From an optimization exercise on the open Yosys and OpenROAD flow, aimed at small area; shortcuts taken in it are not production practice. Only simulation tests tie the RTL to the original design; equivalence was not proved.

`flow/flow/run.sh`:
```
#!/bin/bash
# Standard synthesis, then a netlist clean-up (flow/faflip.py: full adders
# flipped to cancel inverters, single-load inverters folded into their
# driver), then the standard layout from floorplan on, with plain buf_1
# port buffers.
set -euo pipefail
RES=orfs/results/sky130hd/fft_peak_detect/base
bash standard.sh synth > synth.log 2>&1
cp $RES/1_2_yosys.v yosys_std.v
python3 flow/faflip.py yosys_std.v $RES/1_2_yosys.v > faflip.log 2>&1
rm -f $RES/1_synth.odb
export PRE_GLOBAL_PLACE_TCL="$PWD/flow/ports.tcl"
bash standard.sh > layout.log 2>&1
```
`flow/flow/faflip.py`:
```
#!/usr/bin/env python3
"""Netlist clean-up after synthesis: flips full adders (FA is self-dual,
FA(~a,~b,~c) = ~FA(a,b,c)) to cancel inverters around them, then folds
single-load inverters into the gate that drives them.

usage: faflip.py IN.v OUT.v
"""
import re, sys

PRE = 'sky130_fd_sc_hd__'
src = open(sys.argv[1]).read()

m = re.search(r'^module\s+(\w+)\s*\((.*?)\);', src, re.S | re.M)
ports = set(p.strip() for p in m.group(2).split(','))
inst_re = re.compile(r'^(\s*)(' + PRE + r'\w+)\s+(\S+)\s*\((.*?)\);\n', re.S | re.M)
pin_re = re.compile(r'\.(\w+)\(([^()]*)\)')

cells = {}   # name -> [type, {pin: net}]
order = []
first = None
for mm in inst_re.finditer(src):
    if first is None:
        first = mm.start()
    t, n, body = mm.group(2), mm.group(3), mm.group(4)
    pins = {p: v.strip() for p, v in pin_re.findall(body)}
    cells[n] = [t[len(PRE):], pins]
    order.append(n)
last = list(inst_re.finditer(src))[-1].end()
head, tail = src[:first], src[last:]
assert 'assign' not in tail and 'assign' not in head, 'assign statements not handled'

OUT = {'X', 'Y', 'Q', 'Q_N', 'SUM', 'COUT', 'HI', 'LO'}


def is_port_net(net):
    return net.split('[')[0].strip() in ports


def build():
    drv, loads = {}, {}
    for n, (t, pins) in cells.items():
        for p, v in pins.items():
            if p in OUT:
                drv[v] = (n, p)
            else:
                loads.setdefault(v, []).append((n, p))
    return drv, loads


cnt = [0]
newnets = []


def newnet():
    cnt[0] += 1
    nn = '_ff%d_' % cnt[0]
    newnets.append(nn)
    return nn


def new_inv(a, y):
    cnt[0] += 1
    nm = '_ffi%d_' % cnt[0]
    cells[nm] = ['inv_1', {'A': a, 'Y': y}]
    return nm


def is_inv(n):
    return n in cells and cells[n][0] in ('inv_1', 'clkinv_1')


def cleanup():
    """Remove inverters without loads, and bypass inverter pairs."""
    changed = True
    while changed:
        changed = False
        drv, loads = build()
        for n in list(cells):
            if n not in cells or not is_inv(n):
                continue
            y = cells[n][1]['Y']
            if not loads.get(y) and not is_port_net(y):
                del cells[n]
                changed = True
                continue
            a = cells[n][1]['A']
            d = drv.get(a)
            # inv -> inv: loads of the second may use the first's input.
            if d and is_inv(d[0]) and not is_port_net(y):
                orig = cells[d[0]][1]['A']
                for (ln, lp) in loads.get(y, []):
                    cells[ln][1][lp] = orig
                del cells[n]
                changed = True
                drv, loads = build()


def ninv():
    return sum(1 for n in cells if is_inv(n))


COMP = {'and2_1': 'nand2_1', 'nand2_1': 'and2_1', 'or2_1': 'nor2_1', 'nor2_1': 'or2_1',
        'xor2_1': 'xnor2_1', 'xnor2_1': 'xor2_1', 'and3_1': 'nand3_1', 'nand3_1': 'and3_1',
        'or3_1': 'nor3_1', 'nor3_1': 'or3_1', 'and4_1': 'nand4_1', 'nand4_1': 'and4_1',
        'or4_1': 'nor4_1', 'nor4_1': 'or4_1', 'inv_1': None}


def outpin(t):
    return 'X' if t.startswith(('and', 'or', 'xor', 'buf', 'clkbuf')) else 'Y'


def flip(f):
    drv, loads = build()
    t, pins = cells[f]
    for p in ('A', 'B', 'CIN'):
        v = pins[p]
        d = drv.get(v)
        if d and is_inv(d[0]):
            pins[p] = cells[d[0]][1]['A']
        elif (d and COMP.get(cells[d[0]][0]) and len(loads.get(v, [])) == 1
              and not is_port_net(v)):
            g = cells[d[0]]
            del g[1][outpin(g[0])]
            g[0] = COMP[g[0]]
            g[1][outpin(g[0])] = v
        else:
            # reuse an inverter of this net if there is one
            inv = [ln for (ln, lp) in loads.get(v, []) if is_inv(ln)]
            if inv:
                pins[p] = cells[inv[0]][1]['Y']
            else:
                nn = newnet()
                new_inv(v, nn)
                pins[p] = nn
    for p in ('SUM', 'COUT'):
        o = pins[p]
        on = newnet()
        pins[p] = on
        rest = []
        for (ln, lp) in loads.get(o, []):
            if is_inv(ln) and not is_port_net(cells[ln][1]['Y']):
                y = cells[ln][1]['Y']
                _, l2 = drv, loads
                for (mn, mp) in loads.get(y, []):
                    cells[mn][1][mp] = on
                del cells[ln]
            else:
                rest.append((ln, lp))
        if rest or is_port_net(o):
            new_inv(on, o)


import copy, random


def ha_fix():
    """HA(~x, ~y) = (x ^ y, ~(x | y)): xor2 + nor2, the same area, two inverters gone."""
    n_fixed = 0
    drv, loads = build()
    for n in list(cells):
        if n not in cells or cells[n][0] != 'ha_1':
            continue
        pins = cells[n][1]
        da, db = drv.get(pins['A']), drv.get(pins['B'])
        if not (da and db and is_inv(da[0]) and is_inv(db[0])):
            continue
        x, y = cells[da[0]][1]['A'], cells[db[0]][1]['A']
        del cells[n]
        cnt[0] += 1
        if 'SUM' in pins:
            cells['_ffx%d_' % cnt[0]] = ['xor2_1', {'A': x, 'B': y, 'X': pins['SUM']}]
        if 'COUT' in pins:
            cells['_ffn%d_' % cnt[0]] = ['nor2_1', {'A': x, 'B': y, 'Y': pins['COUT']}]
        n_fixed += 1
        drv, loads = build()
    cleanup()
    return n_fixed


AREA = {}
_cur = None
for _line in open('/OpenROAD-flow-scripts/flow/platforms/sky130hd/lib/sky130_fd_sc_hd__tt_025C_1v80.lib'):
    _m = re.match(r'\s*cell\s*\(\s*"?(\w+)"?\s*\)', _line)
    if _m:
        _cur = _m.group(1)
    _m = re.match(r'\s*area\s*:\s*([\d.]+)', _line)
    if _m and _cur:
        AREA[_cur[len(PRE):]] = float(_m.group(1))
        _cur = None


def cost():
    return sum(AREA[t] for t, _ in cells.values()) - 3.75 * free_invs()


def free_invs():
    """Inverters, not counting those that only feed half adders whose both
    inputs are inverted (ha_fix removes them)."""
    drv, loads = build()
    k = 0
    for n in cells:
        if not is_inv(n):
            continue
        ls = loads.get(cells[n][1]['Y'], [])
        free = bool(ls) and not is_port_net(cells[n][1]['Y'])
        for (ln, lp) in ls:
            if cells[ln][0] != 'ha_1':
                free = False
                break
            other = cells[ln][1]['B' if lp == 'A' else 'A']
            d = drv.get(other)
            if not (d and is_inv(d[0])):
                free = False
                break
        if free:
            k += 1
    return k


# Drop synthesis buffers between cells (placement repairs what needs it).
nbuf = 0
drv, loads = build()
for n in list(cells):
    t, pins = cells[n]
    if not (t.startswith('buf_') or t.startswith('clkbuf_')):
        continue
    a, x = pins['A'], pins['X']
    if is_port_net(x):
        continue
    for (ln, lp) in loads.get(x, []):
        cells[ln][1][lp] = a
    del cells[n]
    nbuf += 1
    drv, loads = build()
print('buffers removed:', nbuf, file=sys.stderr)
cleanup()
base = cost()
print('inverters at start:', ninv(), 'area', base, file=sys.stderr)
random.seed(1)
fas = [n for n in cells if cells[n][0] == 'fa_1']


def components():
    """Two-colour the full adders: an inverter between two adders asks for
    different colours. Returns [(members, colour)] per connected group."""
    drv, loads = build()
    adj = {f: [] for f in fas}
    for f in fas:
        for p in ('A', 'B', 'CIN'):
            v = cells[f][1][p]
            k = 0
            d = drv.get(v)
            while d and is_inv(d[0]):
                k += 1
                d = drv.get(cells[d[0]][1]['A'])
            if d and cells[d[0]][0] == 'fa_1':
                adj[f].append((d[0], k & 1))
                adj[d[0]].append((f, k & 1))
    col, comps = {}, []
    for f in fas:
        if f in col:
            continue
        col[f] = 0
        q, mem = [f], [f]
        while q:
            u = q.pop()
            for (w, par) in adj[u]:
                if w not in col:
                    col[w] = col[u] ^ par
                    q.append(w)
                    mem.append(w)
        comps.append(mem)
    return comps, col


comps, col = components()
print('adder groups:', len(comps), [len(c) for c in comps][:10], file=sys.stderr)
for mem in comps:
    results = []
    for want in (0, 1):
        save = copy.deepcopy(cells)
        for f in mem:
            if col[f] == want:
                flip(f)
                cleanup()
        results.append((cost(), want))
        cells.clear()
        cells.update(save)
    k, want = min(results)
    if k < base:
        for f in mem:
            if col[f] == want:
                flip(f)
                cleanup()
        base = cost()
print('after colouring:', ninv(), base, file=sys.stderr)
best = copy.deepcopy(cells)
best_k = base
for rnd in range(6):
    random.shuffle(fas)
    for f in fas:
        save = copy.deepcopy(cells)
        flip(f)
        cleanup()
        k = cost()
        # accept ties in the first rounds to leave local minima
        if k < base or (k == base and rnd < 3):
            base = k
        else:
            cells.clear()
            cells.update(save)
        if base < best_k:
            best_k = base
            best = copy.deepcopy(cells)
    print('round', rnd, 'inverters', ninv(), 'area', base, file=sys.stderr)
cells.clear()
cells.update(best)
print('inverters after flips:', ninv(), file=sys.stderr)
print('half adders on two inverted inputs rebuilt:', ha_fix(), 'inverters', ninv(), file=sys.stderr)

drv, loads = build()
for n in list(cells):
    t, pins = cells[n]
    if t != 'ha_1':
        continue
    if not loads.get(pins.get('SUM')) and not is_port_net(pins.get('SUM', '')):
        cells[n] = ['and2_1', {'A': pins['A'], 'B': pins['B'], 'X': pins['COUT']}]
    elif not loads.get(pins.get('COUT')) and not is_port_net(pins.get('COUT', '')):
        cells[n] = ['xor2_1', {'A': pins['A'], 'B': pins['B'], 'X': pins['SUM']}]

# Fold a single-load inverter into the simple gate that drives it.
folded = 0
drv, loads = build()
for n in list(cells):
    if n not in cells or not is_inv(n):
        continue
    a = cells[n][1]['A']
    d = drv.get(a)
    if not d or d[0] not in cells or is_port_net(a) or len(loads.get(a, [])) != 1:
        continue
    g = cells[d[0]]
    if g[0] not in COMP or COMP[g[0]] is None:
        continue
    outp = 'Y' if 'Y' in g[1] else 'X'
    newt = COMP[g[0]]
    newout = 'Y' if newt.startswith('n') or newt.startswith('xn') else 'X'
    if newt.startswith('xnor'):
        newout = 'Y'
    if newt.startswith('xor'):
        newout = 'X'
    y = cells[n][1]['Y']
    del g[1][outp]
    g[1][newout] = y
    g[0] = newt
    del cells[n]
    folded += 1
    drv, loads = build()
print('folded into gates:', folded, 'inverters left:', ninv(), file=sys.stderr)

# Write out.
used = set()
for t, pins in cells.values():
    used.update(pins.values())
decl = ''.join('  wire %s;\n' % w for w in newnets if w in used)
body = []
for n in order + [k for k in cells if k not in order]:
    if n not in cells:
        continue
    t, pins = cells[n]
    body.append('  %s%s %s (\n%s\n  );\n' % (PRE, t, n, ',\n'.join('    .%s(%s%s)' % (p, v, ' ' if v.startswith('\\') else '') for p, v in pins.items())))
open(sys.argv[2], 'w').write(head.rstrip(' ') + decl + ''.join(body) + tail)
```
`flow/flow/ports.tcl`:
```
# Port buffers: inputs get sky130_fd_sc_hd__buf_2 (they fan out to many gates),
# outputs the smallest plain buffer.
rename buffer_ports my_orig_buffer_ports
proc buffer_ports {args} {
  my_orig_buffer_ports -inputs -buffer_cell sky130_fd_sc_hd__buf_2
  my_orig_buffer_ports -outputs -buffer_cell sky130_fd_sc_hd__buf_1
}
```
`flow/standard.sh`:
```
#!/bin/bash
# synth_recipe.tcl (not shown) runs the flow's synth.tcl, then flattens the netlist and writes it again
# the make line also repeats each setting of config.mk as NAME=value (left out here)
make -C /OpenROAD-flow-scripts/flow DESIGN_CONFIG=/design/flow/config.mk WORK_HOME=/design/flow/orfs CLKGATE_MAP_FILE= SYNTH_SCRIPT=/design/flow/synth_recipe.tcl "${@:-finish}"
```
`flow/config.mk`:
```
export PLATFORM = sky130hd
export DESIGN_NAME = fft_peak_detect
export DESIGN_NICKNAME = fft_peak_detect
export VERILOG_FILES = /design/flow/design.v
export SDC_FILE = /design/flow/constraint.sdc
export NUM_CORES = 4
export LEC_CHECK = 0
export CAP_MARGIN = 0
export CORE_MARGIN = 2
export CORE_UTILIZATION = 80
export CTS_BUF_LIST = sky130_fd_sc_hd__clkbuf_8
export SLEW_MARGIN = 0
```
`flow/constraint.sdc`:
```
create_clock -name core_clock -period 10.0 [get_ports {sys_clk}]
set_input_delay 2.0000 -clock core_clock [delete_from_list [all_inputs] [get_ports {sys_clk}]]
set_output_delay 2.0000 -clock core_clock [all_outputs]
set_load 0.01 [all_outputs]
```
`flow/design.v`:
```
`default_nettype none
package fft_peak_detect_pkg;
  localparam int FPD_DATA_W = 16;
  localparam int FPD_IDX_W  = 10;
  typedef enum logic [1:0] {
    ST_IDLE   = 2'd0,
    ST_ACCUM  = 2'd1,
    ST_DRAIN  = 2'd2,
    ST_REPORT = 2'd3
  } fpd_state_e;
endpackage
`default_nettype wire
`default_nettype none
module fft_mag2_pipe
#(
  parameter int DATA_W = fft_peak_detect_pkg::FPD_DATA_W
) (
  input  logic [DATA_W-1:0]     in_re,
  input  logic [DATA_W-1:0]     in_im,
  output logic [2*DATA_W-1:0]   out_pow
);
  wire [15:0] a = in_re;
  wire [15:0] b = in_im;
  wire w0 = a[0] & a[1];
  wire w1 = a[0] & a[2];
  wire w2 = a[0] & a[3];
  wire w3 = a[0] & a[4];
  wire w4 = a[0] & a[5];
  wire w5 = a[0] & a[6];
  wire w6 = a[0] & a[7];
  wire w7 = a[0] & a[8];
  wire w8 = a[0] & a[9];
  wire w9 = a[0] & a[10];
  wire w10 = a[0] & a[11];
  wire w11 = a[0] & a[12];
  wire w12 = a[0] & a[13];
  wire w13 = a[0] & a[14];
  wire w14 = ~(a[15] & a[0]);
  wire w15 = a[1] & a[2];
  wire w16 = a[1] & a[3];
  wire w17 = a[1] & a[4];
  wire w18 = a[1] & a[5];
  wire w19 = a[1] & a[6];
  wire w20 = a[1] & a[7];
  wire w21 = a[1] & a[8];
  wire w22 = a[1] & a[9];
  wire w23 = a[1] & a[10];
  wire w24 = a[1] & a[11];
  wire w25 = a[1] & a[12];
  wire w26 = a[1] & a[13];
  wire w27 = a[1] & a[14];
  wire w28 = ~(a[15] & a[1]);
  wire w29 = a[2] & a[3];
  wire w30 = a[2] & a[4];
  wire w31 = a[2] & a[5];
  wire w32 = a[2] & a[6];
  wire w33 = a[2] & a[7];
  wire w34 = a[2] & a[8];
  wire w35 = a[2] & a[9];
  wire w36 = a[2] & a[10];
  wire w37 = a[2] & a[11];
  wire w38 = a[2] & a[12];
  wire w39 = a[2] & a[13];
  wire w40 = a[2] & a[14];
  wire w41 = ~(a[15] & a[2]);
  wire w42 = a[3] & a[4];
  wire w43 = a[3] & a[5];
  wire w44 = a[3] & a[6];
  wire w45 = a[3] & a[7];
  wire w46 = a[3] & a[8];
  wire w47 = a[3] & a[9];
  wire w48 = a[3] & a[10];
  wire w49 = a[3] & a[11];
  wire w50 = a[3] & a[12];
  wire w51 = a[3] & a[13];
  wire w52 = a[3] & a[14];
  wire w53 = ~(a[15] & a[3]);
  wire w54 = a[4] & a[5];
  wire w55 = a[4] & a[6];
  wire w56 = a[4] & a[7];
  wire w57 = a[4] & a[8];
  wire w58 = a[4] & a[9];
  wire w59 = a[4] & a[10];
  wire w60 = a[4] & a[11];
  wire w61 = a[4] & a[12];
  wire w62 = a[4] & a[13];
  wire w63 = a[4] & a[14];
  wire w64 = ~(a[15] & a[4]);
  wire w65 = a[5] & a[6];
  wire w66 = a[5] & a[7];
  wire w67 = a[5] & a[8];
  wire w68 = a[5] & a[9];
  wire w69 = a[5] & a[10];
  wire w70 = a[5] & a[11];
  wire w71 = a[5] & a[12];
  wire w72 = a[5] & a[13];
  wire w73 = a[5] & a[14];
  wire w74 = ~(a[15] & a[5]);
  wire w75 = a[6] & a[7];
  wire w76 = a[6] & a[8];
  wire w77 = a[6] & a[9];
  wire w78 = a[6] & a[10];
  wire w79 = a[6] & a[11];
  wire w80 = a[6] & a[12];
  wire w81 = a[6] & a[13];
  wire w82 = a[6] & a[14];
  wire w83 = ~(a[15] & a[6]);
  wire w84 = a[7] & a[8];
  wire w85 = a[7] & a[9];
  wire w86 = a[7] & a[10];
  wire w87 = a[7] & a[11];
  wire w88 = a[7] & a[12];
  wire w89 = a[7] & a[13];
  wire w90 = a[7] & a[14];
  wire w91 = ~(a[15] & a[7]);
  wire w92 = a[8] & a[9];
  wire w93 = a[8] & a[10];
  wire w94 = a[8] & a[11];
  wire w95 = a[8] & a[12];
  wire w96 = a[8] & a[13];
  wire w97 = a[8] & a[14];
  wire w98 = ~(a[15] & a[8]);
  wire w99 = a[9] & a[10];
  wire w100 = a[9] & a[11];
  wire w101 = a[9] & a[12];
  wire w102 = a[9] & a[13];
  wire w103 = a[9] & a[14];
  wire w104 = ~(a[15] & a[9]);
  wire w105 = a[10] & a[11];
  wire w106 = a[10] & a[12];
  wire w107 = a[10] & a[13];
  wire w108 = a[10] & a[14];
  wire w109 = ~(a[15] & a[10]);
  wire w110 = a[11] & a[12];
  wire w111 = a[11] & a[13];
  wire w112 = a[11] & a[14];
  wire w113 = ~(a[15] & a[11]);
  wire w114 = a[12] & a[13];
  wire w115 = a[12] & a[14];
  wire w116 = ~(a[15] & a[12]);
  wire w117 = a[13] & a[14];
  wire w118 = ~(a[15] & a[13]);
  wire w119 = ~(a[15] & a[14]);
  wire w120 = b[0] & b[1];
  wire w121 = b[0] & b[2];
  wire w122 = b[0] & b[3];
  wire w123 = b[0] & b[4];
  wire w124 = b[0] & b[5];
  wire w125 = b[0] & b[6];
  wire w126 = b[0] & b[7];
  wire w127 = b[0] & b[8];
  wire w128 = b[0] & b[9];
  wire w129 = b[0] & b[10];
  wire w130 = b[0] & b[11];
  wire w131 = b[0] & b[12];
  wire w132 = b[0] & b[13];
  wire w133 = b[0] & b[14];
  wire w134 = ~(b[15] & b[0]);
  wire w135 = b[1] & b[2];
  wire w136 = b[1] & b[3];
  wire w137 = b[1] & b[4];
  wire w138 = b[1] & b[5];
  wire w139 = b[1] & b[6];
  wire w140 = b[1] & b[7];
  wire w141 = b[1] & b[8];
  wire w142 = b[1] & b[9];
  wire w143 = b[1] & b[10];
  wire w144 = b[1] & b[11];
  wire w145 = b[1] & b[12];
  wire w146 = b[1] & b[13];
  wire w147 = b[1] & b[14];
  wire w148 = ~(b[15] & b[1]);
  wire w149 = b[2] & b[3];
  wire w150 = b[2] & b[4];
  wire w151 = b[2] & b[5];
  wire w152 = b[2] & b[6];
  wire w153 = b[2] & b[7];
  wire w154 = b[2] & b[8];
  wire w155 = b[2] & b[9];
  wire w156 = b[2] & b[10];
  wire w157 = b[2] & b[11];
  wire w158 = b[2] & b[12];
  wire w159 = b[2] & b[13];
  wire w160 = b[2] & b[14];
  wire w161 = ~(b[15] & b[2]);
  wire w162 = b[3] & b[4];
  wire w163 = b[3] & b[5];
  wire w164 = b[3] & b[6];
  wire w165 = b[3] & b[7];
  wire w166 = b[3] & b[8];
  wire w167 = b[3] & b[9];
  wire w168 = b[3] & b[10];
  wire w169 = b[3] & b[11];
  wire w170 = b[3] & b[12];
  wire w171 = b[3] & b[13];
  wire w172 = b[3] & b[14];
  wire w173 = ~(b[15] & b[3]);
  wire w174 = b[4] & b[5];
  wire w175 = b[4] & b[6];
  wire w176 = b[4] & b[7];
  wire w177 = b[4] & b[8];
  wire w178 = b[4] & b[9];
  wire w179 = b[4] & b[10];
  wire w180 = b[4] & b[11];
  wire w181 = b[4] & b[12];
  wire w182 = b[4] & b[13];
  wire w183 = b[4] & b[14];
  wire w184 = ~(b[15] & b[4]);
  wire w185 = b[5] & b[6];
  wire w186 = b[5] & b[7];
  wire w187 = b[5] & b[8];
  wire w188 = b[5] & b[9];
  wire w189 = b[5] & b[10];
  wire w190 = b[5] & b[11];
  wire w191 = b[5] & b[12];
  wire w192 = b[5] & b[13];
  wire w193 = b[5] & b[14];
  wire w194 = ~(b[15] & b[5]);
  wire w195 = b[6] & b[7];
  wire w196 = b[6] & b[8];
  wire w197 = b[6] & b[9];
  wire w198 = b[6] & b[10];
  wire w199 = b[6] & b[11];
  wire w200 = b[6] & b[12];
  wire w201 = b[6] & b[13];
  wire w202 = b[6] & b[14];
  wire w203 = ~(b[15] & b[6]);
  wire w204 = b[7] & b[8];
  wire w205 = b[7] & b[9];
  wire w206 = b[7] & b[10];
  wire w207 = b[7] & b[11];
  wire w208 = b[7] & b[12];
  wire w209 = b[7] & b[13];
  wire w210 = b[7] & b[14];
  wire w211 = ~(b[15] & b[7]);
  wire w212 = b[8] & b[9];
  wire w213 = b[8] & b[10];
  wire w214 = b[8] & b[11];
  wire w215 = b[8] & b[12];
  wire w216 = b[8] & b[13];
  wire w217 = b[8] & b[14];
  wire w218 = ~(b[15] & b[8]);
  wire w219 = b[9] & b[10];
  wire w220 = b[9] & b[11];
  wire w221 = b[9] & b[12];
  wire w222 = b[9] & b[13];
  wire w223 = b[9] & b[14];
  wire w224 = ~(b[15] & b[9]);
  wire w225 = b[10] & b[11];
  wire w226 = b[10] & b[12];
  wire w227 = b[10] & b[13];
  wire w228 = b[10] & b[14];
  wire w229 = ~(b[15] & b[10]);
  wire w230 = b[11] & b[12];
  wire w231 = b[11] & b[13];
  wire w232 = b[11] & b[14];
  wire w233 = ~(b[15] & b[11]);
  wire w234 = b[12] & b[13];
  wire w235 = b[12] & b[14];
  wire w236 = ~(b[15] & b[12]);
  wire w237 = b[13] & b[14];
  wire w238 = ~(b[15] & b[13]);
  wire w239 = ~(b[15] & b[14]);
  wire w240 = w10 ^ w23;
  wire w241 = w10 & w23;
  wire w242, w243;
  assign {w243, w242} = w12 + w25 + w37;
  wire w244 = w48 ^ w58;
  wire w245 = w48 & w58;
  wire w246, w247;
  assign {w247, w246} = w13 + w26 + w38;
  wire w248 = w49 ^ w59;
  wire w249 = w49 & w59;
  wire w250, w251;
  assign {w251, w250} = w14 + w27 + w39;
  wire w252, w253;
  assign {w253, w252} = w50 + w60 + w69;
  wire w254, w255;
  assign {w255, w254} = w77 + w84 + a[8];
  wire w256 = w134 ^ w147;
  wire w257 = w134 & w147;
  wire w258, w259;
  assign {w259, w258} = w28 + w40 + w51;
  wire w260, w261;
  assign {w261, w260} = w61 + w70 + w78;
  wire w262, w263;
  assign {w263, w262} = w85 + w148 + w160;
  wire w264, w265;
  assign {w265, w264} = w41 + w52 + w62;
  wire w266, w267;
  assign {w267, w266} = w71 + w79 + w86;
  wire w268, w269;
  assign {w269, w268} = w92 + a[9] + w161;
  wire w270, w271;
  assign {w271, w270} = w53 + w63 + w72;
  wire w272, w273;
  assign {w273, w272} = w64 + w73 + w81;
  wire w274 = w6 ^ w19;
  wire w275 = w6 & w19;
  wire w276, w277;
  assign {w277, w276} = w8 + w21 + w33;
  wire w278 = w44 ^ w54;
  wire w279 = w44 & w54;
  wire w280, w281;
  assign {w281, w280} = w9 + w22 + w34;
  wire w282 = w45 ^ w55;
  wire w283 = w45 & w55;
  wire w284, w285;
  assign {w285, w284} = w35 + w46 + w56;
  wire w286, w287;
  assign {w287, w286} = w65 + a[6] + w130;
  wire w288, w289;
  assign {w289, w288} = w143 + w155 + w166;
  wire w290, w291;
  assign {w291, w290} = w11 + w24 + w36;
  wire w292, w293;
  assign {w293, w292} = w47 + w57 + w66;
  wire w294, w295;
  assign {w295, w294} = w131 + w144 + w156;
  wire w296 = w167 ^ w177;
  wire w297 = w167 & w177;
  wire w298, w299;
  assign {w299, w298} = w67 + w75 + a[7];
  wire w300, w301;
  assign {w301, w300} = w132 + w145 + w157;
  wire w302, w303;
  assign {w303, w302} = w168 + w178 + w187;
  wire w304, w305;
  assign {w305, w304} = w195 + b[7] + w242;
  wire w306, w307;
  assign {w307, w306} = w68 + w76 + w133;
  wire w308, w309;
  assign {w309, w308} = w146 + w158 + w169;
  wire w310, w311;
  assign {w311, w310} = w179 + w188 + w196;
  wire w312, w313;
  assign {w313, w312} = w246 + w248 + w243;
  wire w314, w315;
  assign {w315, w314} = w159 + w170 + w180;
  wire w316, w317;
  assign {w317, w316} = w189 + w197 + w204;
  wire w318, w319;
  assign {w319, w318} = b[8] + w250 + w252;
  wire w320, w321;
  assign {w321, w320} = w254 + w256 + w247;
  wire w322, w323;
  assign {w323, w322} = w171 + w181 + w190;
  wire w324, w325;
  assign {w325, w324} = w198 + w205 + 1'b1;
  wire w326, w327;
  assign {w327, w326} = w258 + w260 + w262;
  wire w328, w329;
  assign {w329, w328} = w251 + w253 + w255;
  wire w330, w331;
  assign {w331, w330} = w172 + w182 + w191;
  wire w332, w333;
  assign {w333, w332} = w199 + w206 + w212;
  wire w334, w335;
  assign {w335, w334} = b[9] + w264 + w266;
  wire w336, w337;
  assign {w337, w336} = w268 + w259 + w261;
  wire w338, w339;
  assign {w339, w338} = w80 + w87 + w93;
  wire w340, w341;
  assign {w341, w340} = w173 + w183 + w192;
  wire w342, w343;
  assign {w343, w342} = w200 + w207 + w213;
  wire w344, w345;
  assign {w345, w344} = w270 + w265 + w267;
  wire w346, w347;
  assign {w347, w346} = w88 + w94 + w99;
  wire w348, w349;
  assign {w349, w348} = a[10] + w184 + w193;
  wire w350, w351;
  assign {w351, w350} = w201 + w208 + w214;
  wire w352, w353;
  assign {w353, w352} = w219 + b[10] + w272;
  wire w354, w355;
  assign {w355, w354} = w74 + w82 + w89;
  wire w356, w357;
  assign {w357, w356} = w95 + w100 + w194;
  wire w358, w359;
  assign {w359, w358} = w202 + w209 + w215;
  wire w360, w361;
  assign {w361, w360} = w83 + w90 + w96;
  wire w362, w363;
  assign {w363, w362} = w101 + w105 + a[11];
  wire w364, w365;
  assign {w365, w364} = w203 + w210 + w216;
  wire w366, w367;
  assign {w367, w366} = w91 + w97 + w102;
  wire w368, w369;
  assign {w369, w368} = w98 + w103 + w107;
  wire w370, w371;
  assign {w371, w370} = w4 + w17 + w29;
  wire w372 = w5 ^ w18;
  wire w373 = w5 & w18;
  wire w374, w375;
  assign {w375, w374} = w31 + w42 + a[4];
  wire w376, w377;
  assign {w377, w376} = w126 + w139 + w151;
  wire w378, w379;
  assign {w379, w378} = w7 + w20 + w32;
  wire w380, w381;
  assign {w381, w380} = w43 + w127 + w140;
  wire w382 = w152 ^ w163;
  wire w383 = w152 & w163;
  wire w384, w385;
  assign {w385, w384} = a[5] + w128 + w141;
  wire w386, w387;
  assign {w387, w386} = w153 + w164 + w174;
  wire w388, w389;
  assign {w389, w388} = b[5] + w276 + w278;
  wire w390, w391;
  assign {w391, w390} = w129 + w142 + w154;
  wire w392, w393;
  assign {w393, w392} = w165 + w175 + w280;
  wire w394, w395;
  assign {w395, w394} = w282 + w277 + w279;
  wire w396, w397;
  assign {w397, w396} = w176 + w185 + b[6];
  wire w398, w399;
  assign {w399, w398} = w240 + w284 + w286;
  wire w400, w401;
  assign {w401, w400} = w288 + w281 + w283;
  wire w402, w403;
  assign {w403, w402} = w186 + w241 + w290;
  wire w404, w405;
  assign {w405, w404} = w292 + w294 + w296;
  wire w406, w407;
  assign {w407, w406} = w285 + w287 + w289;
  wire w408, w409;
  assign {w409, w408} = w244 + w298 + w300;
  wire w410, w411;
  assign {w411, w410} = w302 + w304 + w291;
  wire w412, w413;
  assign {w413, w412} = w293 + w295 + w297;
  wire w414, w415;
  assign {w415, w414} = w245 + w306 + w308;
  wire w416, w417;
  assign {w417, w416} = w310 + w312 + w299;
  wire w418, w419;
  assign {w419, w418} = w301 + w303 + w305;
  wire w420, w421;
  assign {w421, w420} = w249 + w314 + w316;
  wire w422, w423;
  assign {w423, w422} = w318 + w320 + w307;
  wire w424, w425;
  assign {w425, w424} = w309 + w311 + w313;
  wire w426, w427;
  assign {w427, w426} = w257 + w322 + w324;
  wire w428, w429;
  assign {w429, w428} = w326 + w328 + w315;
  wire w430, w431;
  assign {w431, w430} = w317 + w319 + w321;
  wire w432, w433;
  assign {w433, w432} = w263 + w330 + w332;
  wire w434, w435;
  assign {w435, w434} = w334 + w336 + w323;
  wire w436, w437;
  assign {w437, w436} = w325 + w327 + w329;
  wire w438, w439;
  assign {w439, w438} = w269 + w338 + w340;
  wire w440, w441;
  assign {w441, w440} = w342 + w344 + w331;
  wire w442, w443;
  assign {w443, w442} = w333 + w335 + w337;
  wire w444, w445;
  assign {w445, w444} = w271 + w346 + w348;
  wire w446, w447;
  assign {w447, w446} = w350 + w352 + w339;
  wire w448, w449;
  assign {w449, w448} = w341 + w343 + w345;
  wire w450, w451;
  assign {w451, w450} = w220 + w273 + w354;
  wire w452, w453;
  assign {w453, w452} = w356 + w358 + w347;
  wire w454, w455;
  assign {w455, w454} = w349 + w351 + w353;
  wire w456, w457;
  assign {w457, w456} = w221 + w225 + b[11];
  wire w458, w459;
  assign {w459, w458} = w360 + w362 + w364;
  wire w460, w461;
  assign {w461, w460} = w355 + w357 + w359;
  wire w462, w463;
  assign {w463, w462} = w106 + w211 + w217;
  wire w464, w465;
  assign {w465, w464} = w222 + w226 + w366;
  wire w466, w467;
  assign {w467, w466} = w361 + w363 + w365;
  wire w468, w469;
  assign {w469, w468} = w110 + a[12] + w218;
  wire w470, w471;
  assign {w471, w470} = w223 + w227 + w230;
  wire w472, w473;
  assign {w473, w472} = b[12] + w368 + w367;
  wire w474, w475;
  assign {w475, w474} = w104 + w108 + w111;
  wire w476, w477;
  assign {w477, w476} = w224 + w228 + w231;
  wire w478, w479;
  assign {w479, w478} = w109 + w112 + w114;
  wire w480, w481;
  assign {w481, w480} = a[13] + w229 + w232;
  wire w482, w483;
  assign {w483, w482} = w2 + w15 + a[2];
  wire w484 = w3 ^ w16;
  wire w485 = w3 & w16;
  wire w486, w487;
  assign {w487, w486} = a[3] + w124 + w137;
  wire w488 = w149 ^ b[3];
  wire w489 = w149 & b[3];
  wire w490, w491;
  assign {w491, w490} = w30 + w125 + w138;
  wire w492, w493;
  assign {w493, w492} = w150 + w372 + w371;
  wire w494, w495;
  assign {w495, w494} = w162 + b[4] + w274;
  wire w496, w497;
  assign {w497, w496} = w374 + w376 + w373;
  wire w498, w499;
  assign {w499, w498} = w275 + w378 + w380;
  wire w500, w501;
  assign {w501, w500} = w382 + w375 + w377;
  wire w502, w503;
  assign {w503, w502} = w384 + w386 + w388;
  wire w504, w505;
  assign {w505, w504} = w379 + w381 + w383;
  wire w506, w507;
  assign {w507, w506} = w390 + w392 + w394;
  wire w508, w509;
  assign {w509, w508} = w385 + w387 + w389;
  wire w510, w511;
  assign {w511, w510} = w396 + w398 + w400;
  wire w512, w513;
  assign {w513, w512} = w391 + w393 + w395;
  wire w514, w515;
  assign {w515, w514} = w402 + w404 + w406;
  wire w516, w517;
  assign {w517, w516} = w397 + w399 + w401;
  wire w518, w519;
  assign {w519, w518} = w408 + w410 + w412;
  wire w520, w521;
  assign {w521, w520} = w403 + w405 + w407;
  wire w522, w523;
  assign {w523, w522} = w414 + w416 + w418;
  wire w524, w525;
  assign {w525, w524} = w409 + w411 + w413;
  wire w526, w527;
  assign {w527, w526} = w420 + w422 + w424;
  wire w528, w529;
  assign {w529, w528} = w415 + w417 + w419;
  wire w530, w531;
  assign {w531, w530} = w426 + w428 + w430;
  wire w532, w533;
  assign {w533, w532} = w421 + w423 + w425;
  wire w534, w535;
  assign {w535, w534} = w432 + w434 + w436;
  wire w536, w537;
  assign {w537, w536} = w427 + w429 + w431;
  wire w538, w539;
  assign {w539, w538} = w438 + w440 + w442;
  wire w540, w541;
  assign {w541, w540} = w433 + w435 + w437;
  wire w542, w543;
  assign {w543, w542} = w444 + w446 + w448;
  wire w544, w545;
  assign {w545, w544} = w439 + w441 + w443;
  wire w546, w547;
  assign {w547, w546} = w450 + w452 + w454;
  wire w548, w549;
  assign {w549, w548} = w445 + w447 + w449;
  wire w550, w551;
  assign {w551, w550} = w456 + w458 + w460;
  wire w552, w553;
  assign {w553, w552} = w451 + w453 + w455;
  wire w554, w555;
  assign {w555, w554} = w462 + w464 + w466;
  wire w556, w557;
  assign {w557, w556} = w457 + w459 + w461;
  wire w558, w559;
  assign {w559, w558} = w468 + w470 + w472;
  wire w560, w561;
  assign {w561, w560} = w463 + w465 + w467;
  wire w562, w563;
  assign {w563, w562} = w369 + w474 + w476;
  wire w564, w565;
  assign {w565, w564} = w469 + w471 + w473;
  wire w566, w567;
  assign {w567, w566} = w234 + b[13] + w478;
  wire w568, w569;
  assign {w569, w568} = w480 + w475 + w477;
  wire w570, w571;
  assign {w571, w570} = w113 + w115 + w233;
  wire w572, w573;
  assign {w573, w572} = w235 + w479 + w481;
  wire w574, w575;
  assign {w575, w574} = w116 + w117 + a[14];
  wire w576, w577;
  assign {w577, w576} = w236 + w237 + b[14];
  wire w578 = w0 ^ a[1];
  wire w579 = w0 & a[1];
  wire w580 = w122 ^ w135;
  wire w581 = w122 & w135;
  wire w582, w583;
  assign {w583, w582} = w123 + w136 + w484;
  wire w584, w585;
  assign {w585, w584} = w370 + w486 + w488;
  wire w586, w587;
  assign {w587, w586} = w490 + w492 + w487;
  wire w588, w589;
  assign {w589, w588} = w494 + w496 + w491;
  wire w590, w591;
  assign {w591, w590} = w498 + w500 + w495;
  wire w592, w593;
  assign {w593, w592} = w502 + w504 + w499;
  wire w594, w595;
  assign {w595, w594} = w506 + w508 + w503;
  wire w596, w597;
  assign {w597, w596} = w510 + w512 + w507;
  wire w598, w599;
  assign {w599, w598} = w514 + w516 + w511;
  wire w600, w601;
  assign {w601, w600} = w518 + w520 + w515;
  wire w602, w603;
  assign {w603, w602} = w522 + w524 + w519;
  wire w604, w605;
  assign {w605, w604} = w526 + w528 + w523;
  wire w606, w607;
  assign {w607, w606} = w530 + w532 + w527;
  wire w608, w609;
  assign {w609, w608} = w534 + w536 + w531;
  wire w610, w611;
  assign {w611, w610} = w538 + w540 + w535;
  wire w612, w613;
  assign {w613, w612} = w542 + w544 + w539;
  wire w614, w615;
  assign {w615, w614} = w546 + w548 + w543;
  wire w616, w617;
  assign {w617, w616} = w550 + w552 + w547;
  wire w618, w619;
  assign {w619, w618} = w554 + w556 + w551;
  wire w620, w621;
  assign {w621, w620} = w558 + w560 + w555;
  wire w622, w623;
  assign {w623, w622} = w562 + w564 + w559;
  wire w624, w625;
  assign {w625, w624} = w566 + w568 + w563;
  wire w626, w627;
  assign {w627, w626} = w570 + w572 + w567;
  wire w628, w629;
  assign {w629, w628} = w574 + w576 + w571;
  wire w630, w631;
  assign {w631, w630} = w118 + w238 + w575;
  wire w632, w633;
  assign {w633, w632} = w119 + a[15] + w239;
  wire w634 = w120 ^ b[1];
  wire w635 = w120 & b[1];
  wire w636, w637;
  assign {w637, w636} = w1 + w121 + w579;
  wire w638, w639;
  assign {w639, w638} = b[2] + w482 + w580;
  wire w640, w641;
  assign {w641, w640} = w483 + w582 + w581;
  wire w642, w643;
  assign {w643, w642} = w485 + w584 + w583;
  wire w644, w645;
  assign {w645, w644} = w489 + w586 + w585;
  wire w646, w647;
  assign {w647, w646} = w493 + w588 + w587;
  wire w648, w649;
  assign {w649, w648} = w497 + w590 + w589;
  wire w650, w651;
  assign {w651, w650} = w501 + w592 + w591;
  wire w652, w653;
  assign {w653, w652} = w505 + w594 + w593;
  wire w654, w655;
  assign {w655, w654} = w509 + w596 + w595;
  wire w656, w657;
  assign {w657, w656} = w513 + w598 + w597;
  wire w658, w659;
  assign {w659, w658} = w517 + w600 + w599;
  wire w660, w661;
  assign {w661, w660} = w521 + w602 + w601;
  wire w662, w663;
  assign {w663, w662} = w525 + w604 + w603;
  wire w664, w665;
  assign {w665, w664} = w529 + w606 + w605;
  wire w666, w667;
  assign {w667, w666} = w533 + w608 + w607;
  wire w668, w669;
  assign {w669, w668} = w537 + w610 + w609;
  wire w670, w671;
  assign {w671, w670} = w541 + w612 + w611;
  wire w672, w673;
  assign {w673, w672} = w545 + w614 + w613;
  wire w674, w675;
  assign {w675, w674} = w549 + w616 + w615;
  wire w676, w677;
  assign {w677, w676} = w553 + w618 + w617;
  wire w678, w679;
  assign {w679, w678} = w557 + w620 + w619;
  wire w680, w681;
  assign {w681, w680} = w561 + w622 + w621;
  wire w682, w683;
  assign {w683, w682} = w565 + w624 + w623;
  wire w684, w685;
  assign {w685, w684} = w569 + w626 + w625;
  wire w686, w687;
  assign {w687, w686} = w573 + w628 + w627;
  wire w688, w689;
  assign {w689, w688} = w577 + w630 + w629;
  wire w690, w691;
  assign {w691, w690} = b[15] + w632 + w631;
  wire [31:0] ra = {w633, w690, w688, w686, w684, w682, w680, w678, w676, w674, w672, w670, w668, w666, w664, w662, w660, w658, w656, w654, w652, w650, w648, w646, w644, w642, w640, w638, w636, w578, 1'b0, a[0]};
  wire [31:0] rb = {w691, w689, w687, w685, w683, w681, w679, w677, w675, w673, w671, w669, w667, w665, w663, w661, w659, w657, w655, w653, w651, w649, w647, w645, w643, w641, w639, w637, w635, w634, 1'b0, b[0]};
  wire w692 = ra[0] ^ rb[0];
  wire w693 = ra[0] & rb[0];
  wire w694, w695;
  assign {w695, w694} = ra[1] + rb[1] + w693;
  wire w696, w697;
  assign {w697, w696} = ra[2] + rb[2] + w695;
  wire w698, w699;
  assign {w699, w698} = ra[3] + rb[3] + w697;
  wire w700, w701;
  assign {w701, w700} = ra[4] + rb[4] + w699;
  wire w702, w703;
  assign {w703, w702} = ra[5] + rb[5] + w701;
  wire w704, w705;
  assign {w705, w704} = ra[6] + rb[6] + w703;
  wire w706, w707;
  assign {w707, w706} = ra[7] + rb[7] + w705;
  wire w708 = ra[8] & rb[8];
  wire w709 = ra[9] & rb[9];
  wire w710 = ra[10] & rb[10];
  wire w711 = ra[11] & rb[11];
  wire w712 = ra[12] & rb[12];
  wire w713 = ra[13] & rb[13];
  wire w714 = ra[14] & rb[14];
  wire w715 = ra[15] & rb[15];
  wire w716 = ra[16] & rb[16];
  wire w717 = ra[17] & rb[17];
  wire w718 = ra[18] & rb[18];
  wire w719 = ra[19] & rb[19];
  wire w720 = ra[20] & rb[20];
  wire w721 = ra[21] & rb[21];
  wire w722 = ra[22] & rb[22];
  wire w723 = ra[23] & rb[23];
  wire w724 = ra[24] & rb[24];
  wire w725 = ra[25] & rb[25];
  wire w726 = ra[26] & rb[26];
  wire w727 = ra[27] & rb[27];
  wire w728 = ra[28] & rb[28];
  wire w729 = ra[29] & rb[29];
  wire w730 = ra[30] & rb[30];
  wire w731 = ra[31] & rb[31];
  wire w732 = ra[8] ^ rb[8];
  wire w733 = ra[9] ^ rb[9];
  wire w734 = ra[10] ^ rb[10];
  wire w735 = ra[11] ^ rb[11];
  wire w736 = ra[12] ^ rb[12];
  wire w737 = ra[13] ^ rb[13];
  wire w738 = ra[14] ^ rb[14];
  wire w739 = ra[15] ^ rb[15];
  wire w740 = ra[16] ^ rb[16];
  wire w741 = ra[17] ^ rb[17];
  wire w742 = ra[18] ^ rb[18];
  wire w743 = ra[19] ^ rb[19];
  wire w744 = ra[20] ^ rb[20];
  wire w745 = ra[21] ^ rb[21];
  wire w746 = ra[22] ^ rb[22];
  wire w747 = ra[23] ^ rb[23];
  wire w748 = ra[24] ^ rb[24];
  wire w749 = ra[25] ^ rb[25];
  wire w750 = ra[26] ^ rb[26];
  wire w751 = ra[27] ^ rb[27];
  wire w752 = ra[28] ^ rb[28];
  wire w753 = ra[29] ^ rb[29];
  wire w754 = ra[30] ^ rb[30];
  wire w755 = ra[31] ^ rb[31];
  wire w756 = w708 | (w732 & w707);
  wire w757 = w709 | (w733 & w756);
  wire w758 = w733 & w732;
  wire w759 = w711 | (w735 & w710);
  wire w760 = w735 & w734;
  wire w761 = w713 | (w737 & w712);
  wire w762 = w737 & w736;
  wire w763 = w715 | (w739 & w714);
  wire w764 = w739 & w738;
  wire w765 = w717 | (w741 & w716);
  wire w766 = w741 & w740;
  wire w767 = w719 | (w743 & w718);
  wire w768 = w743 & w742;
  wire w769 = w721 | (w745 & w720);
  wire w770 = w745 & w744;
  wire w771 = w723 | (w747 & w722);
  wire w772 = w747 & w746;
  wire w773 = w725 | (w749 & w724);
  wire w774 = w749 & w748;
  wire w775 = w727 | (w751 & w726);
  wire w776 = w751 & w750;
  wire w777 = w729 | (w753 & w728);
  wire w778 = w753 & w752;
  wire w779 = w731 | (w755 & w730);
  wire w780 = w755 & w754;
  wire w781 = w759 | (w760 & w757);
  wire w782 = w760 & w758;
  wire w783 = w763 | (w764 & w761);
  wire w784 = w764 & w762;
  wire w785 = w767 | (w768 & w765);
  wire w786 = w768 & w766;
  wire w787 = w771 | (w772 & w769);
  wire w788 = w772 & w770;
  wire w789 = w775 | (w776 & w773);
  wire w790 = w776 & w774;
  wire w791 = w779 | (w780 & w777);
  wire w792 = w780 & w778;
  wire w793 = w783 | (w784 & w781);
  wire w794 = w784 & w782;
  wire w795 = w787 | (w788 & w785);
  wire w796 = w788 & w786;
  wire w797 = w791 | (w792 & w789);
  wire w798 = w792 & w790;
  wire w799 = w795 | (w796 & w793);
  wire w800 = w796 & w794;
  wire w801 = w797 | (w798 & w799);
  wire w802 = w798 & w800;
  wire w803 = w785 | (w786 & w793);
  wire w804 = w786 & w794;
  wire w805 = w789 | (w790 & w799);
  wire w806 = w790 & w800;
  wire w807 = w761 | (w762 & w781);
  wire w808 = w762 & w782;
  wire w809 = w765 | (w766 & w793);
  wire w810 = w766 & w794;
  wire w811 = w769 | (w770 & w803);
  wire w812 = w770 & w804;
  wire w813 = w773 | (w774 & w799);
  wire w814 = w774 & w800;
  wire w815 = w777 | (w778 & w805);
  wire w816 = w778 & w806;
  wire w817 = w710 | (w734 & w757);
  wire w818 = w734 & w758;
  wire w819 = w712 | (w736 & w781);
  wire w820 = w736 & w782;
  wire w821 = w714 | (w738 & w807);
  wire w822 = w738 & w808;
  wire w823 = w716 | (w740 & w793);
  wire w824 = w740 & w794;
  wire w825 = w718 | (w742 & w809);
  wire w826 = w742 & w810;
  wire w827 = w720 | (w744 & w803);
  wire w828 = w744 & w804;
  wire w829 = w722 | (w746 & w811);
  wire w830 = w746 & w812;
  wire w831 = w724 | (w748 & w799);
  wire w832 = w748 & w800;
  wire w833 = w726 | (w750 & w813);
  wire w834 = w750 & w814;
  wire w835 = w728 | (w752 & w805);
  wire w836 = w752 & w806;
  wire w837 = w730 | (w754 & w815);
  wire w838 = w754 & w816;
  wire w839 = w732 ^ w707;
  wire w840 = w733 ^ w756;
  wire w841 = w734 ^ w757;
  wire w842 = w735 ^ w817;
  wire w843 = w736 ^ w781;
  wire w844 = w737 ^ w819;
  wire w845 = w738 ^ w807;
  wire w846 = w739 ^ w821;
  wire w847 = w740 ^ w793;
  wire w848 = w741 ^ w823;
  wire w849 = w742 ^ w809;
  wire w850 = w743 ^ w825;
  wire w851 = w744 ^ w803;
  wire w852 = w745 ^ w827;
  wire w853 = w746 ^ w811;
  wire w854 = w747 ^ w829;
  wire w855 = w748 ^ w799;
  wire w856 = w749 ^ w831;
  wire w857 = w750 ^ w813;
  wire w858 = w751 ^ w833;
  wire w859 = w752 ^ w805;
  wire w860 = w753 ^ w835;
  wire w861 = w754 ^ w815;
  wire w862 = w755 ^ w837;
  assign out_pow = {w862, w861, w860, w859, w858, w857, w856, w855, w854, w853, w852, w851, w850, w849, w848, w847, w846, w845, w844, w843, w842, w841, w840, w839, w706, w704, w702, w700, w698, w696, w694, w692};
endmodule
`default_nettype wire
`default_nettype none
module fft_peak_detect
#(
  parameter int DATA_W = fft_peak_detect_pkg::FPD_DATA_W,
  parameter int FFT_N  = 1024,
  parameter int IDX_W  = fft_peak_detect_pkg::FPD_IDX_W
) (
  input  logic                sys_clk,
  input  logic                sys_rst,
  input  logic [DATA_W-1:0]   s_re,
  input  logic [DATA_W-1:0]   s_im,
  input  logic                s_valid,
  input  logic                s_last,
  output logic                s_ready,
  output logic [IDX_W-1:0]    peak_idx,
  output logic [2*DATA_W-1:0] peak_pow,
  output logic                peak_valid,
  output logic                frame_err,
  output logic                busy
);
  localparam int PW = 2 * DATA_W;
  logic             en_q, post_q, bad_q;
  logic [IDX_W-1:0] cnt_q, run_idx_q, peak_idx_q;
  logic [PW-1:0]    run_pow_q, peak_pow_q;
  logic             w_accept, w_at_end, w_last, w_elig, w_first, w_hit, w_load;
  logic [PW-1:0]    w_pow;
  logic             w_gt;
  assign w_accept = s_valid & s_ready;
  assign w_at_end = &cnt_q;
  assign w_last   = w_accept & (s_last | w_at_end);
  assign w_elig   = ~cnt_q[IDX_W-1] & (|cnt_q);
  assign w_first  = (cnt_q == IDX_W'(1));
  fft_mag2_pipe #(.DATA_W(DATA_W)) u_mag2 (
    .in_re   (s_re),
    .in_im   (s_im),
    .out_pow (w_pow)
  );
  fft_peak_cmp #(.W(PW)) u_cmp (.a(w_pow), .b(run_pow_q), .gt(w_gt), .lt());
  assign w_hit  = w_accept & w_elig & (w_first | w_gt);
  assign w_load = post_q & (cnt_q == IDX_W'(FFT_N - 2)) & ~bad_q;
  always_ff @(posedge sys_clk) begin
    if (w_hit) begin
      run_pow_q <= w_pow;
      run_idx_q <= w_first ? IDX_W'(|{s_re, s_im}) : cnt_q;
    end
    if (!post_q) bad_q <= ~(s_last & w_at_end);
  end
  always_ff @(posedge sys_clk or negedge sys_rst) begin
    if (!sys_rst) begin
      en_q       <= 1'b0;
      post_q     <= 1'b0;
      cnt_q      <= '0;
      peak_idx_q <= '0;
      peak_pow_q <= '0;
    end else begin
      en_q <= 1'b1;
      if (w_last) begin
        post_q <= 1'b1;
        cnt_q  <= IDX_W'(FFT_N - 4);
      end else if (post_q | w_accept) begin
        cnt_q <= cnt_q + IDX_W'(1);
        if (w_at_end) post_q <= 1'b0;
      end
      if (w_load) begin
        peak_idx_q <= run_idx_q;
        peak_pow_q <= run_pow_q;
      end
    end
  end
  assign s_ready    = en_q & ~post_q;
  assign busy       = post_q | (|cnt_q);
  assign peak_valid = post_q & w_at_end & ~bad_q;
  assign frame_err  = post_q & w_at_end & bad_q;
  assign peak_idx   = peak_idx_q;
  assign peak_pow   = peak_pow_q;
endmodule
module fft_peak_cmp
#(
  parameter int W = 32
) (
  input  logic [W-1:0] a,
  input  logic [W-1:0] b,
  output logic         gt,
  output logic         lt
);
  if (W == 1) begin : g_leaf
    assign gt = a[0] & ~b[0];
    assign lt = b[0] & ~a[0];
  end else begin : g_node
    localparam int H = W / 2;
    logic gt_hi, lt_hi, gt_lo, lt_lo;
    fft_peak_cmp #(.W(W - H)) u_hi (.a(a[W-1:H]), .b(b[W-1:H]), .gt(gt_hi), .lt(lt_hi));
    fft_peak_cmp #(.W(H))     u_lo (.a(a[H-1:0]), .b(b[H-1:0]), .gt(gt_lo), .lt(lt_lo));
    assign gt = gt_hi | (~lt_hi & gt_lo);
    assign lt = lt_hi | (~gt_hi & lt_lo);
  end
endmodule
`default_nettype wire
```
==> run notes <==
clock-pin slew on the worst setup and hold paths 0.09 ns; post-synthesis cell area 10,910 um2; Hold Buf Count CTS 0; multi-input logic area 7933 um2; die height 120.8 um; layout cell share with drive strength beyond 1 0.1097; largest net degree at the start of global routing 55; vias per cell 6.528; Startpoint Class input pin; Reg-to-Reg Start cnt_q[4]; crit path time final 9.747 ns; RSZ-0062 raised after global routing false; Hold Crit Start peak_pow_q[15]; Setup CP Type input pin to flip-flop; Post-Syn Area per Cell 11.06 um2; Critical Path AT 9.82 ns; placed cell area 11,720 um2; design area 11,940 um2; Worst-Margin Slew 1.253 ns; initial antenna violation count 0; drc violations 0; clk buf depth 2; DIE WIDTH 120.8 um; 1st-iter DRT viols 986; Skew-Pair Late Insertion Delay 0.36 ns; Max transition margin 0.1604; DP Wirelength 22,280 um; Die ar. 14,580 um2; GP Congestion 0.9315; Top Ports 82; fmax 102.6 MHz; drt total wl 29,150 um; Initial Util 0.8203; most frequent cells in the layout 228 x fa_1, 217 x nand2_1, 96 x inv_1, 54 x and2_1, 54 x dfrtp_1; area added between synthesis and finish 9.430%; slowest cell on the critical path fa_1; CP max FO 10; setup slack, reg-to-reg 6.89 ns; clock root buffer clkbuf_8; Req. time, crit path 10.07 ns; Finished Layout Cells 1,288; FF+latch area 2643 um2; Clock Skews 0.006811 ns; Vias 8,408; buffer count from post-CTS setup fixing 0; Hold Path End peak_pow_q[15]; ant diodes 0; syn_nets 1,265; crit share post-route 0.9747; global-route wire length before repair 46,640 um; Final ANT Viol Nets 0; fin nets 1,386; cell count of the worst hold path 2; RR Endpoint peak_idx_q[2]; result of the run no timing/DRC/antenna violations; Hold Fails Final Rpt 0; DR pass1 iterations 9; Worst path max stage delay 0.56 ns; gr ovfl total 0; # setup viols final 0; WL/cell 22.63 um; vias in the first global route 8,995; gr usage total 0.4292; R2R cell count 6; Min-Delay Path Class flip-flop to flip-flop; placed insts 1,272; fillers 617; total number of H-tree levels 3; most common cell after layout, fill and taps aside fa_1; PortBufs 81; post-CTS sizing 0; max_cap viols 0; Rows 42; core footprint 13,300 um2; Crit. End Element flip-flop; Yosys warning count 1; Final Slew Violations 0; hold slack final 0.4827 ns; CTS buffer count 9; setup tns final 0 ns; clock sinks 97; CP dominant cell by count fa_1; CTS tree done; Post-Syn Instances 986; final core occ 0.8977
## stage by stage
step	setup slack, ns
floorplan	0.07323
detailed placement	-0.02271
finish	0.2528
global placement	0.1496
global route	0.01268
CTS	0.3456
## critical path, delay by kind of cell
family / cells / cell delay [ns]
simple gates: 3 / 0.62
fa+ha+maj: 12 / 5.26
buf+inv: 3 / 0.52
compound gates: 7 / 1.40
## layout make-up
type,instances,share of cell area
Inverter,93,0.02925
Multi-Input combinational cell,796,0.6646
Clock buffer,10,0.01153
Clock inverter,6,0.006290
Tap cell,176,0.01845
Timing Repair Buffer,110,0.04843
Sequential cell,97,0.2214
## routing by layer
layer | up-vias | GRT usage | share of wire
li1 | 3408 | - | -
met1 | 4176 | 0.5557 | 0.34
met2 | 692 | 0.7143 | 0.49
met3 | 132 | 0.1113 | 0.13
met4 | 0 | 0.1519 | 0.038
met5 | - | 0 | 0
## sequential cells by signal (all words and copies together), names as in the netlist
name	flops
run_idx_q	10
cnt_q	10
peak_idx_q	10
peak_pow_q	32
run_pow_q	32
bad_q	1
post_q	1
en_q	1
## worst max-delay path by stage
| stage | start | endpoint |
|---|---|---|
| floorplan | s_re[2] | run_idx_q[0] |
| global route | s_re[2] | run_idx_q[0] |
| CTS | s_re[2] | run_idx_q[1] |
| detailed placement | s_re[2] | run_idx_q[5] |
| global placement | s_re[2] | run_idx_q[1] |
| finish | s_re[2] | run_idx_q[0] |

re-timing with driven ports:
In the flow no input, the clock included, has a driving cell. The finished layout below was timed again as built, in two steps.
Step 1 assumes that a clkbuf_16 drives the clock port and a buf_2 every other input.
Step 2 adds t to the input delays and takes it off the output delays; t is the mean of the earliest and latest rising clock arrival at the registers after step 1. Input paths then give back, and output paths get back, about the clock's delay inside the block.
Three values: ideal, step 1, step 2; two values: the first two.
t (ns): 0.401
setup slack, ns: 0.253 / 0.268 / -0.132
latest minus earliest clock arrival (ns): 0.007 / 0.007
slew at the worst register clock pin (ns): 0.09 / 0.09
With both steps, setup timing fails in this run, where it was met with ideal ports. For this run, drivers alone change the setup slack by +0.015 ns; drivers and shift together by -0.385 ns.
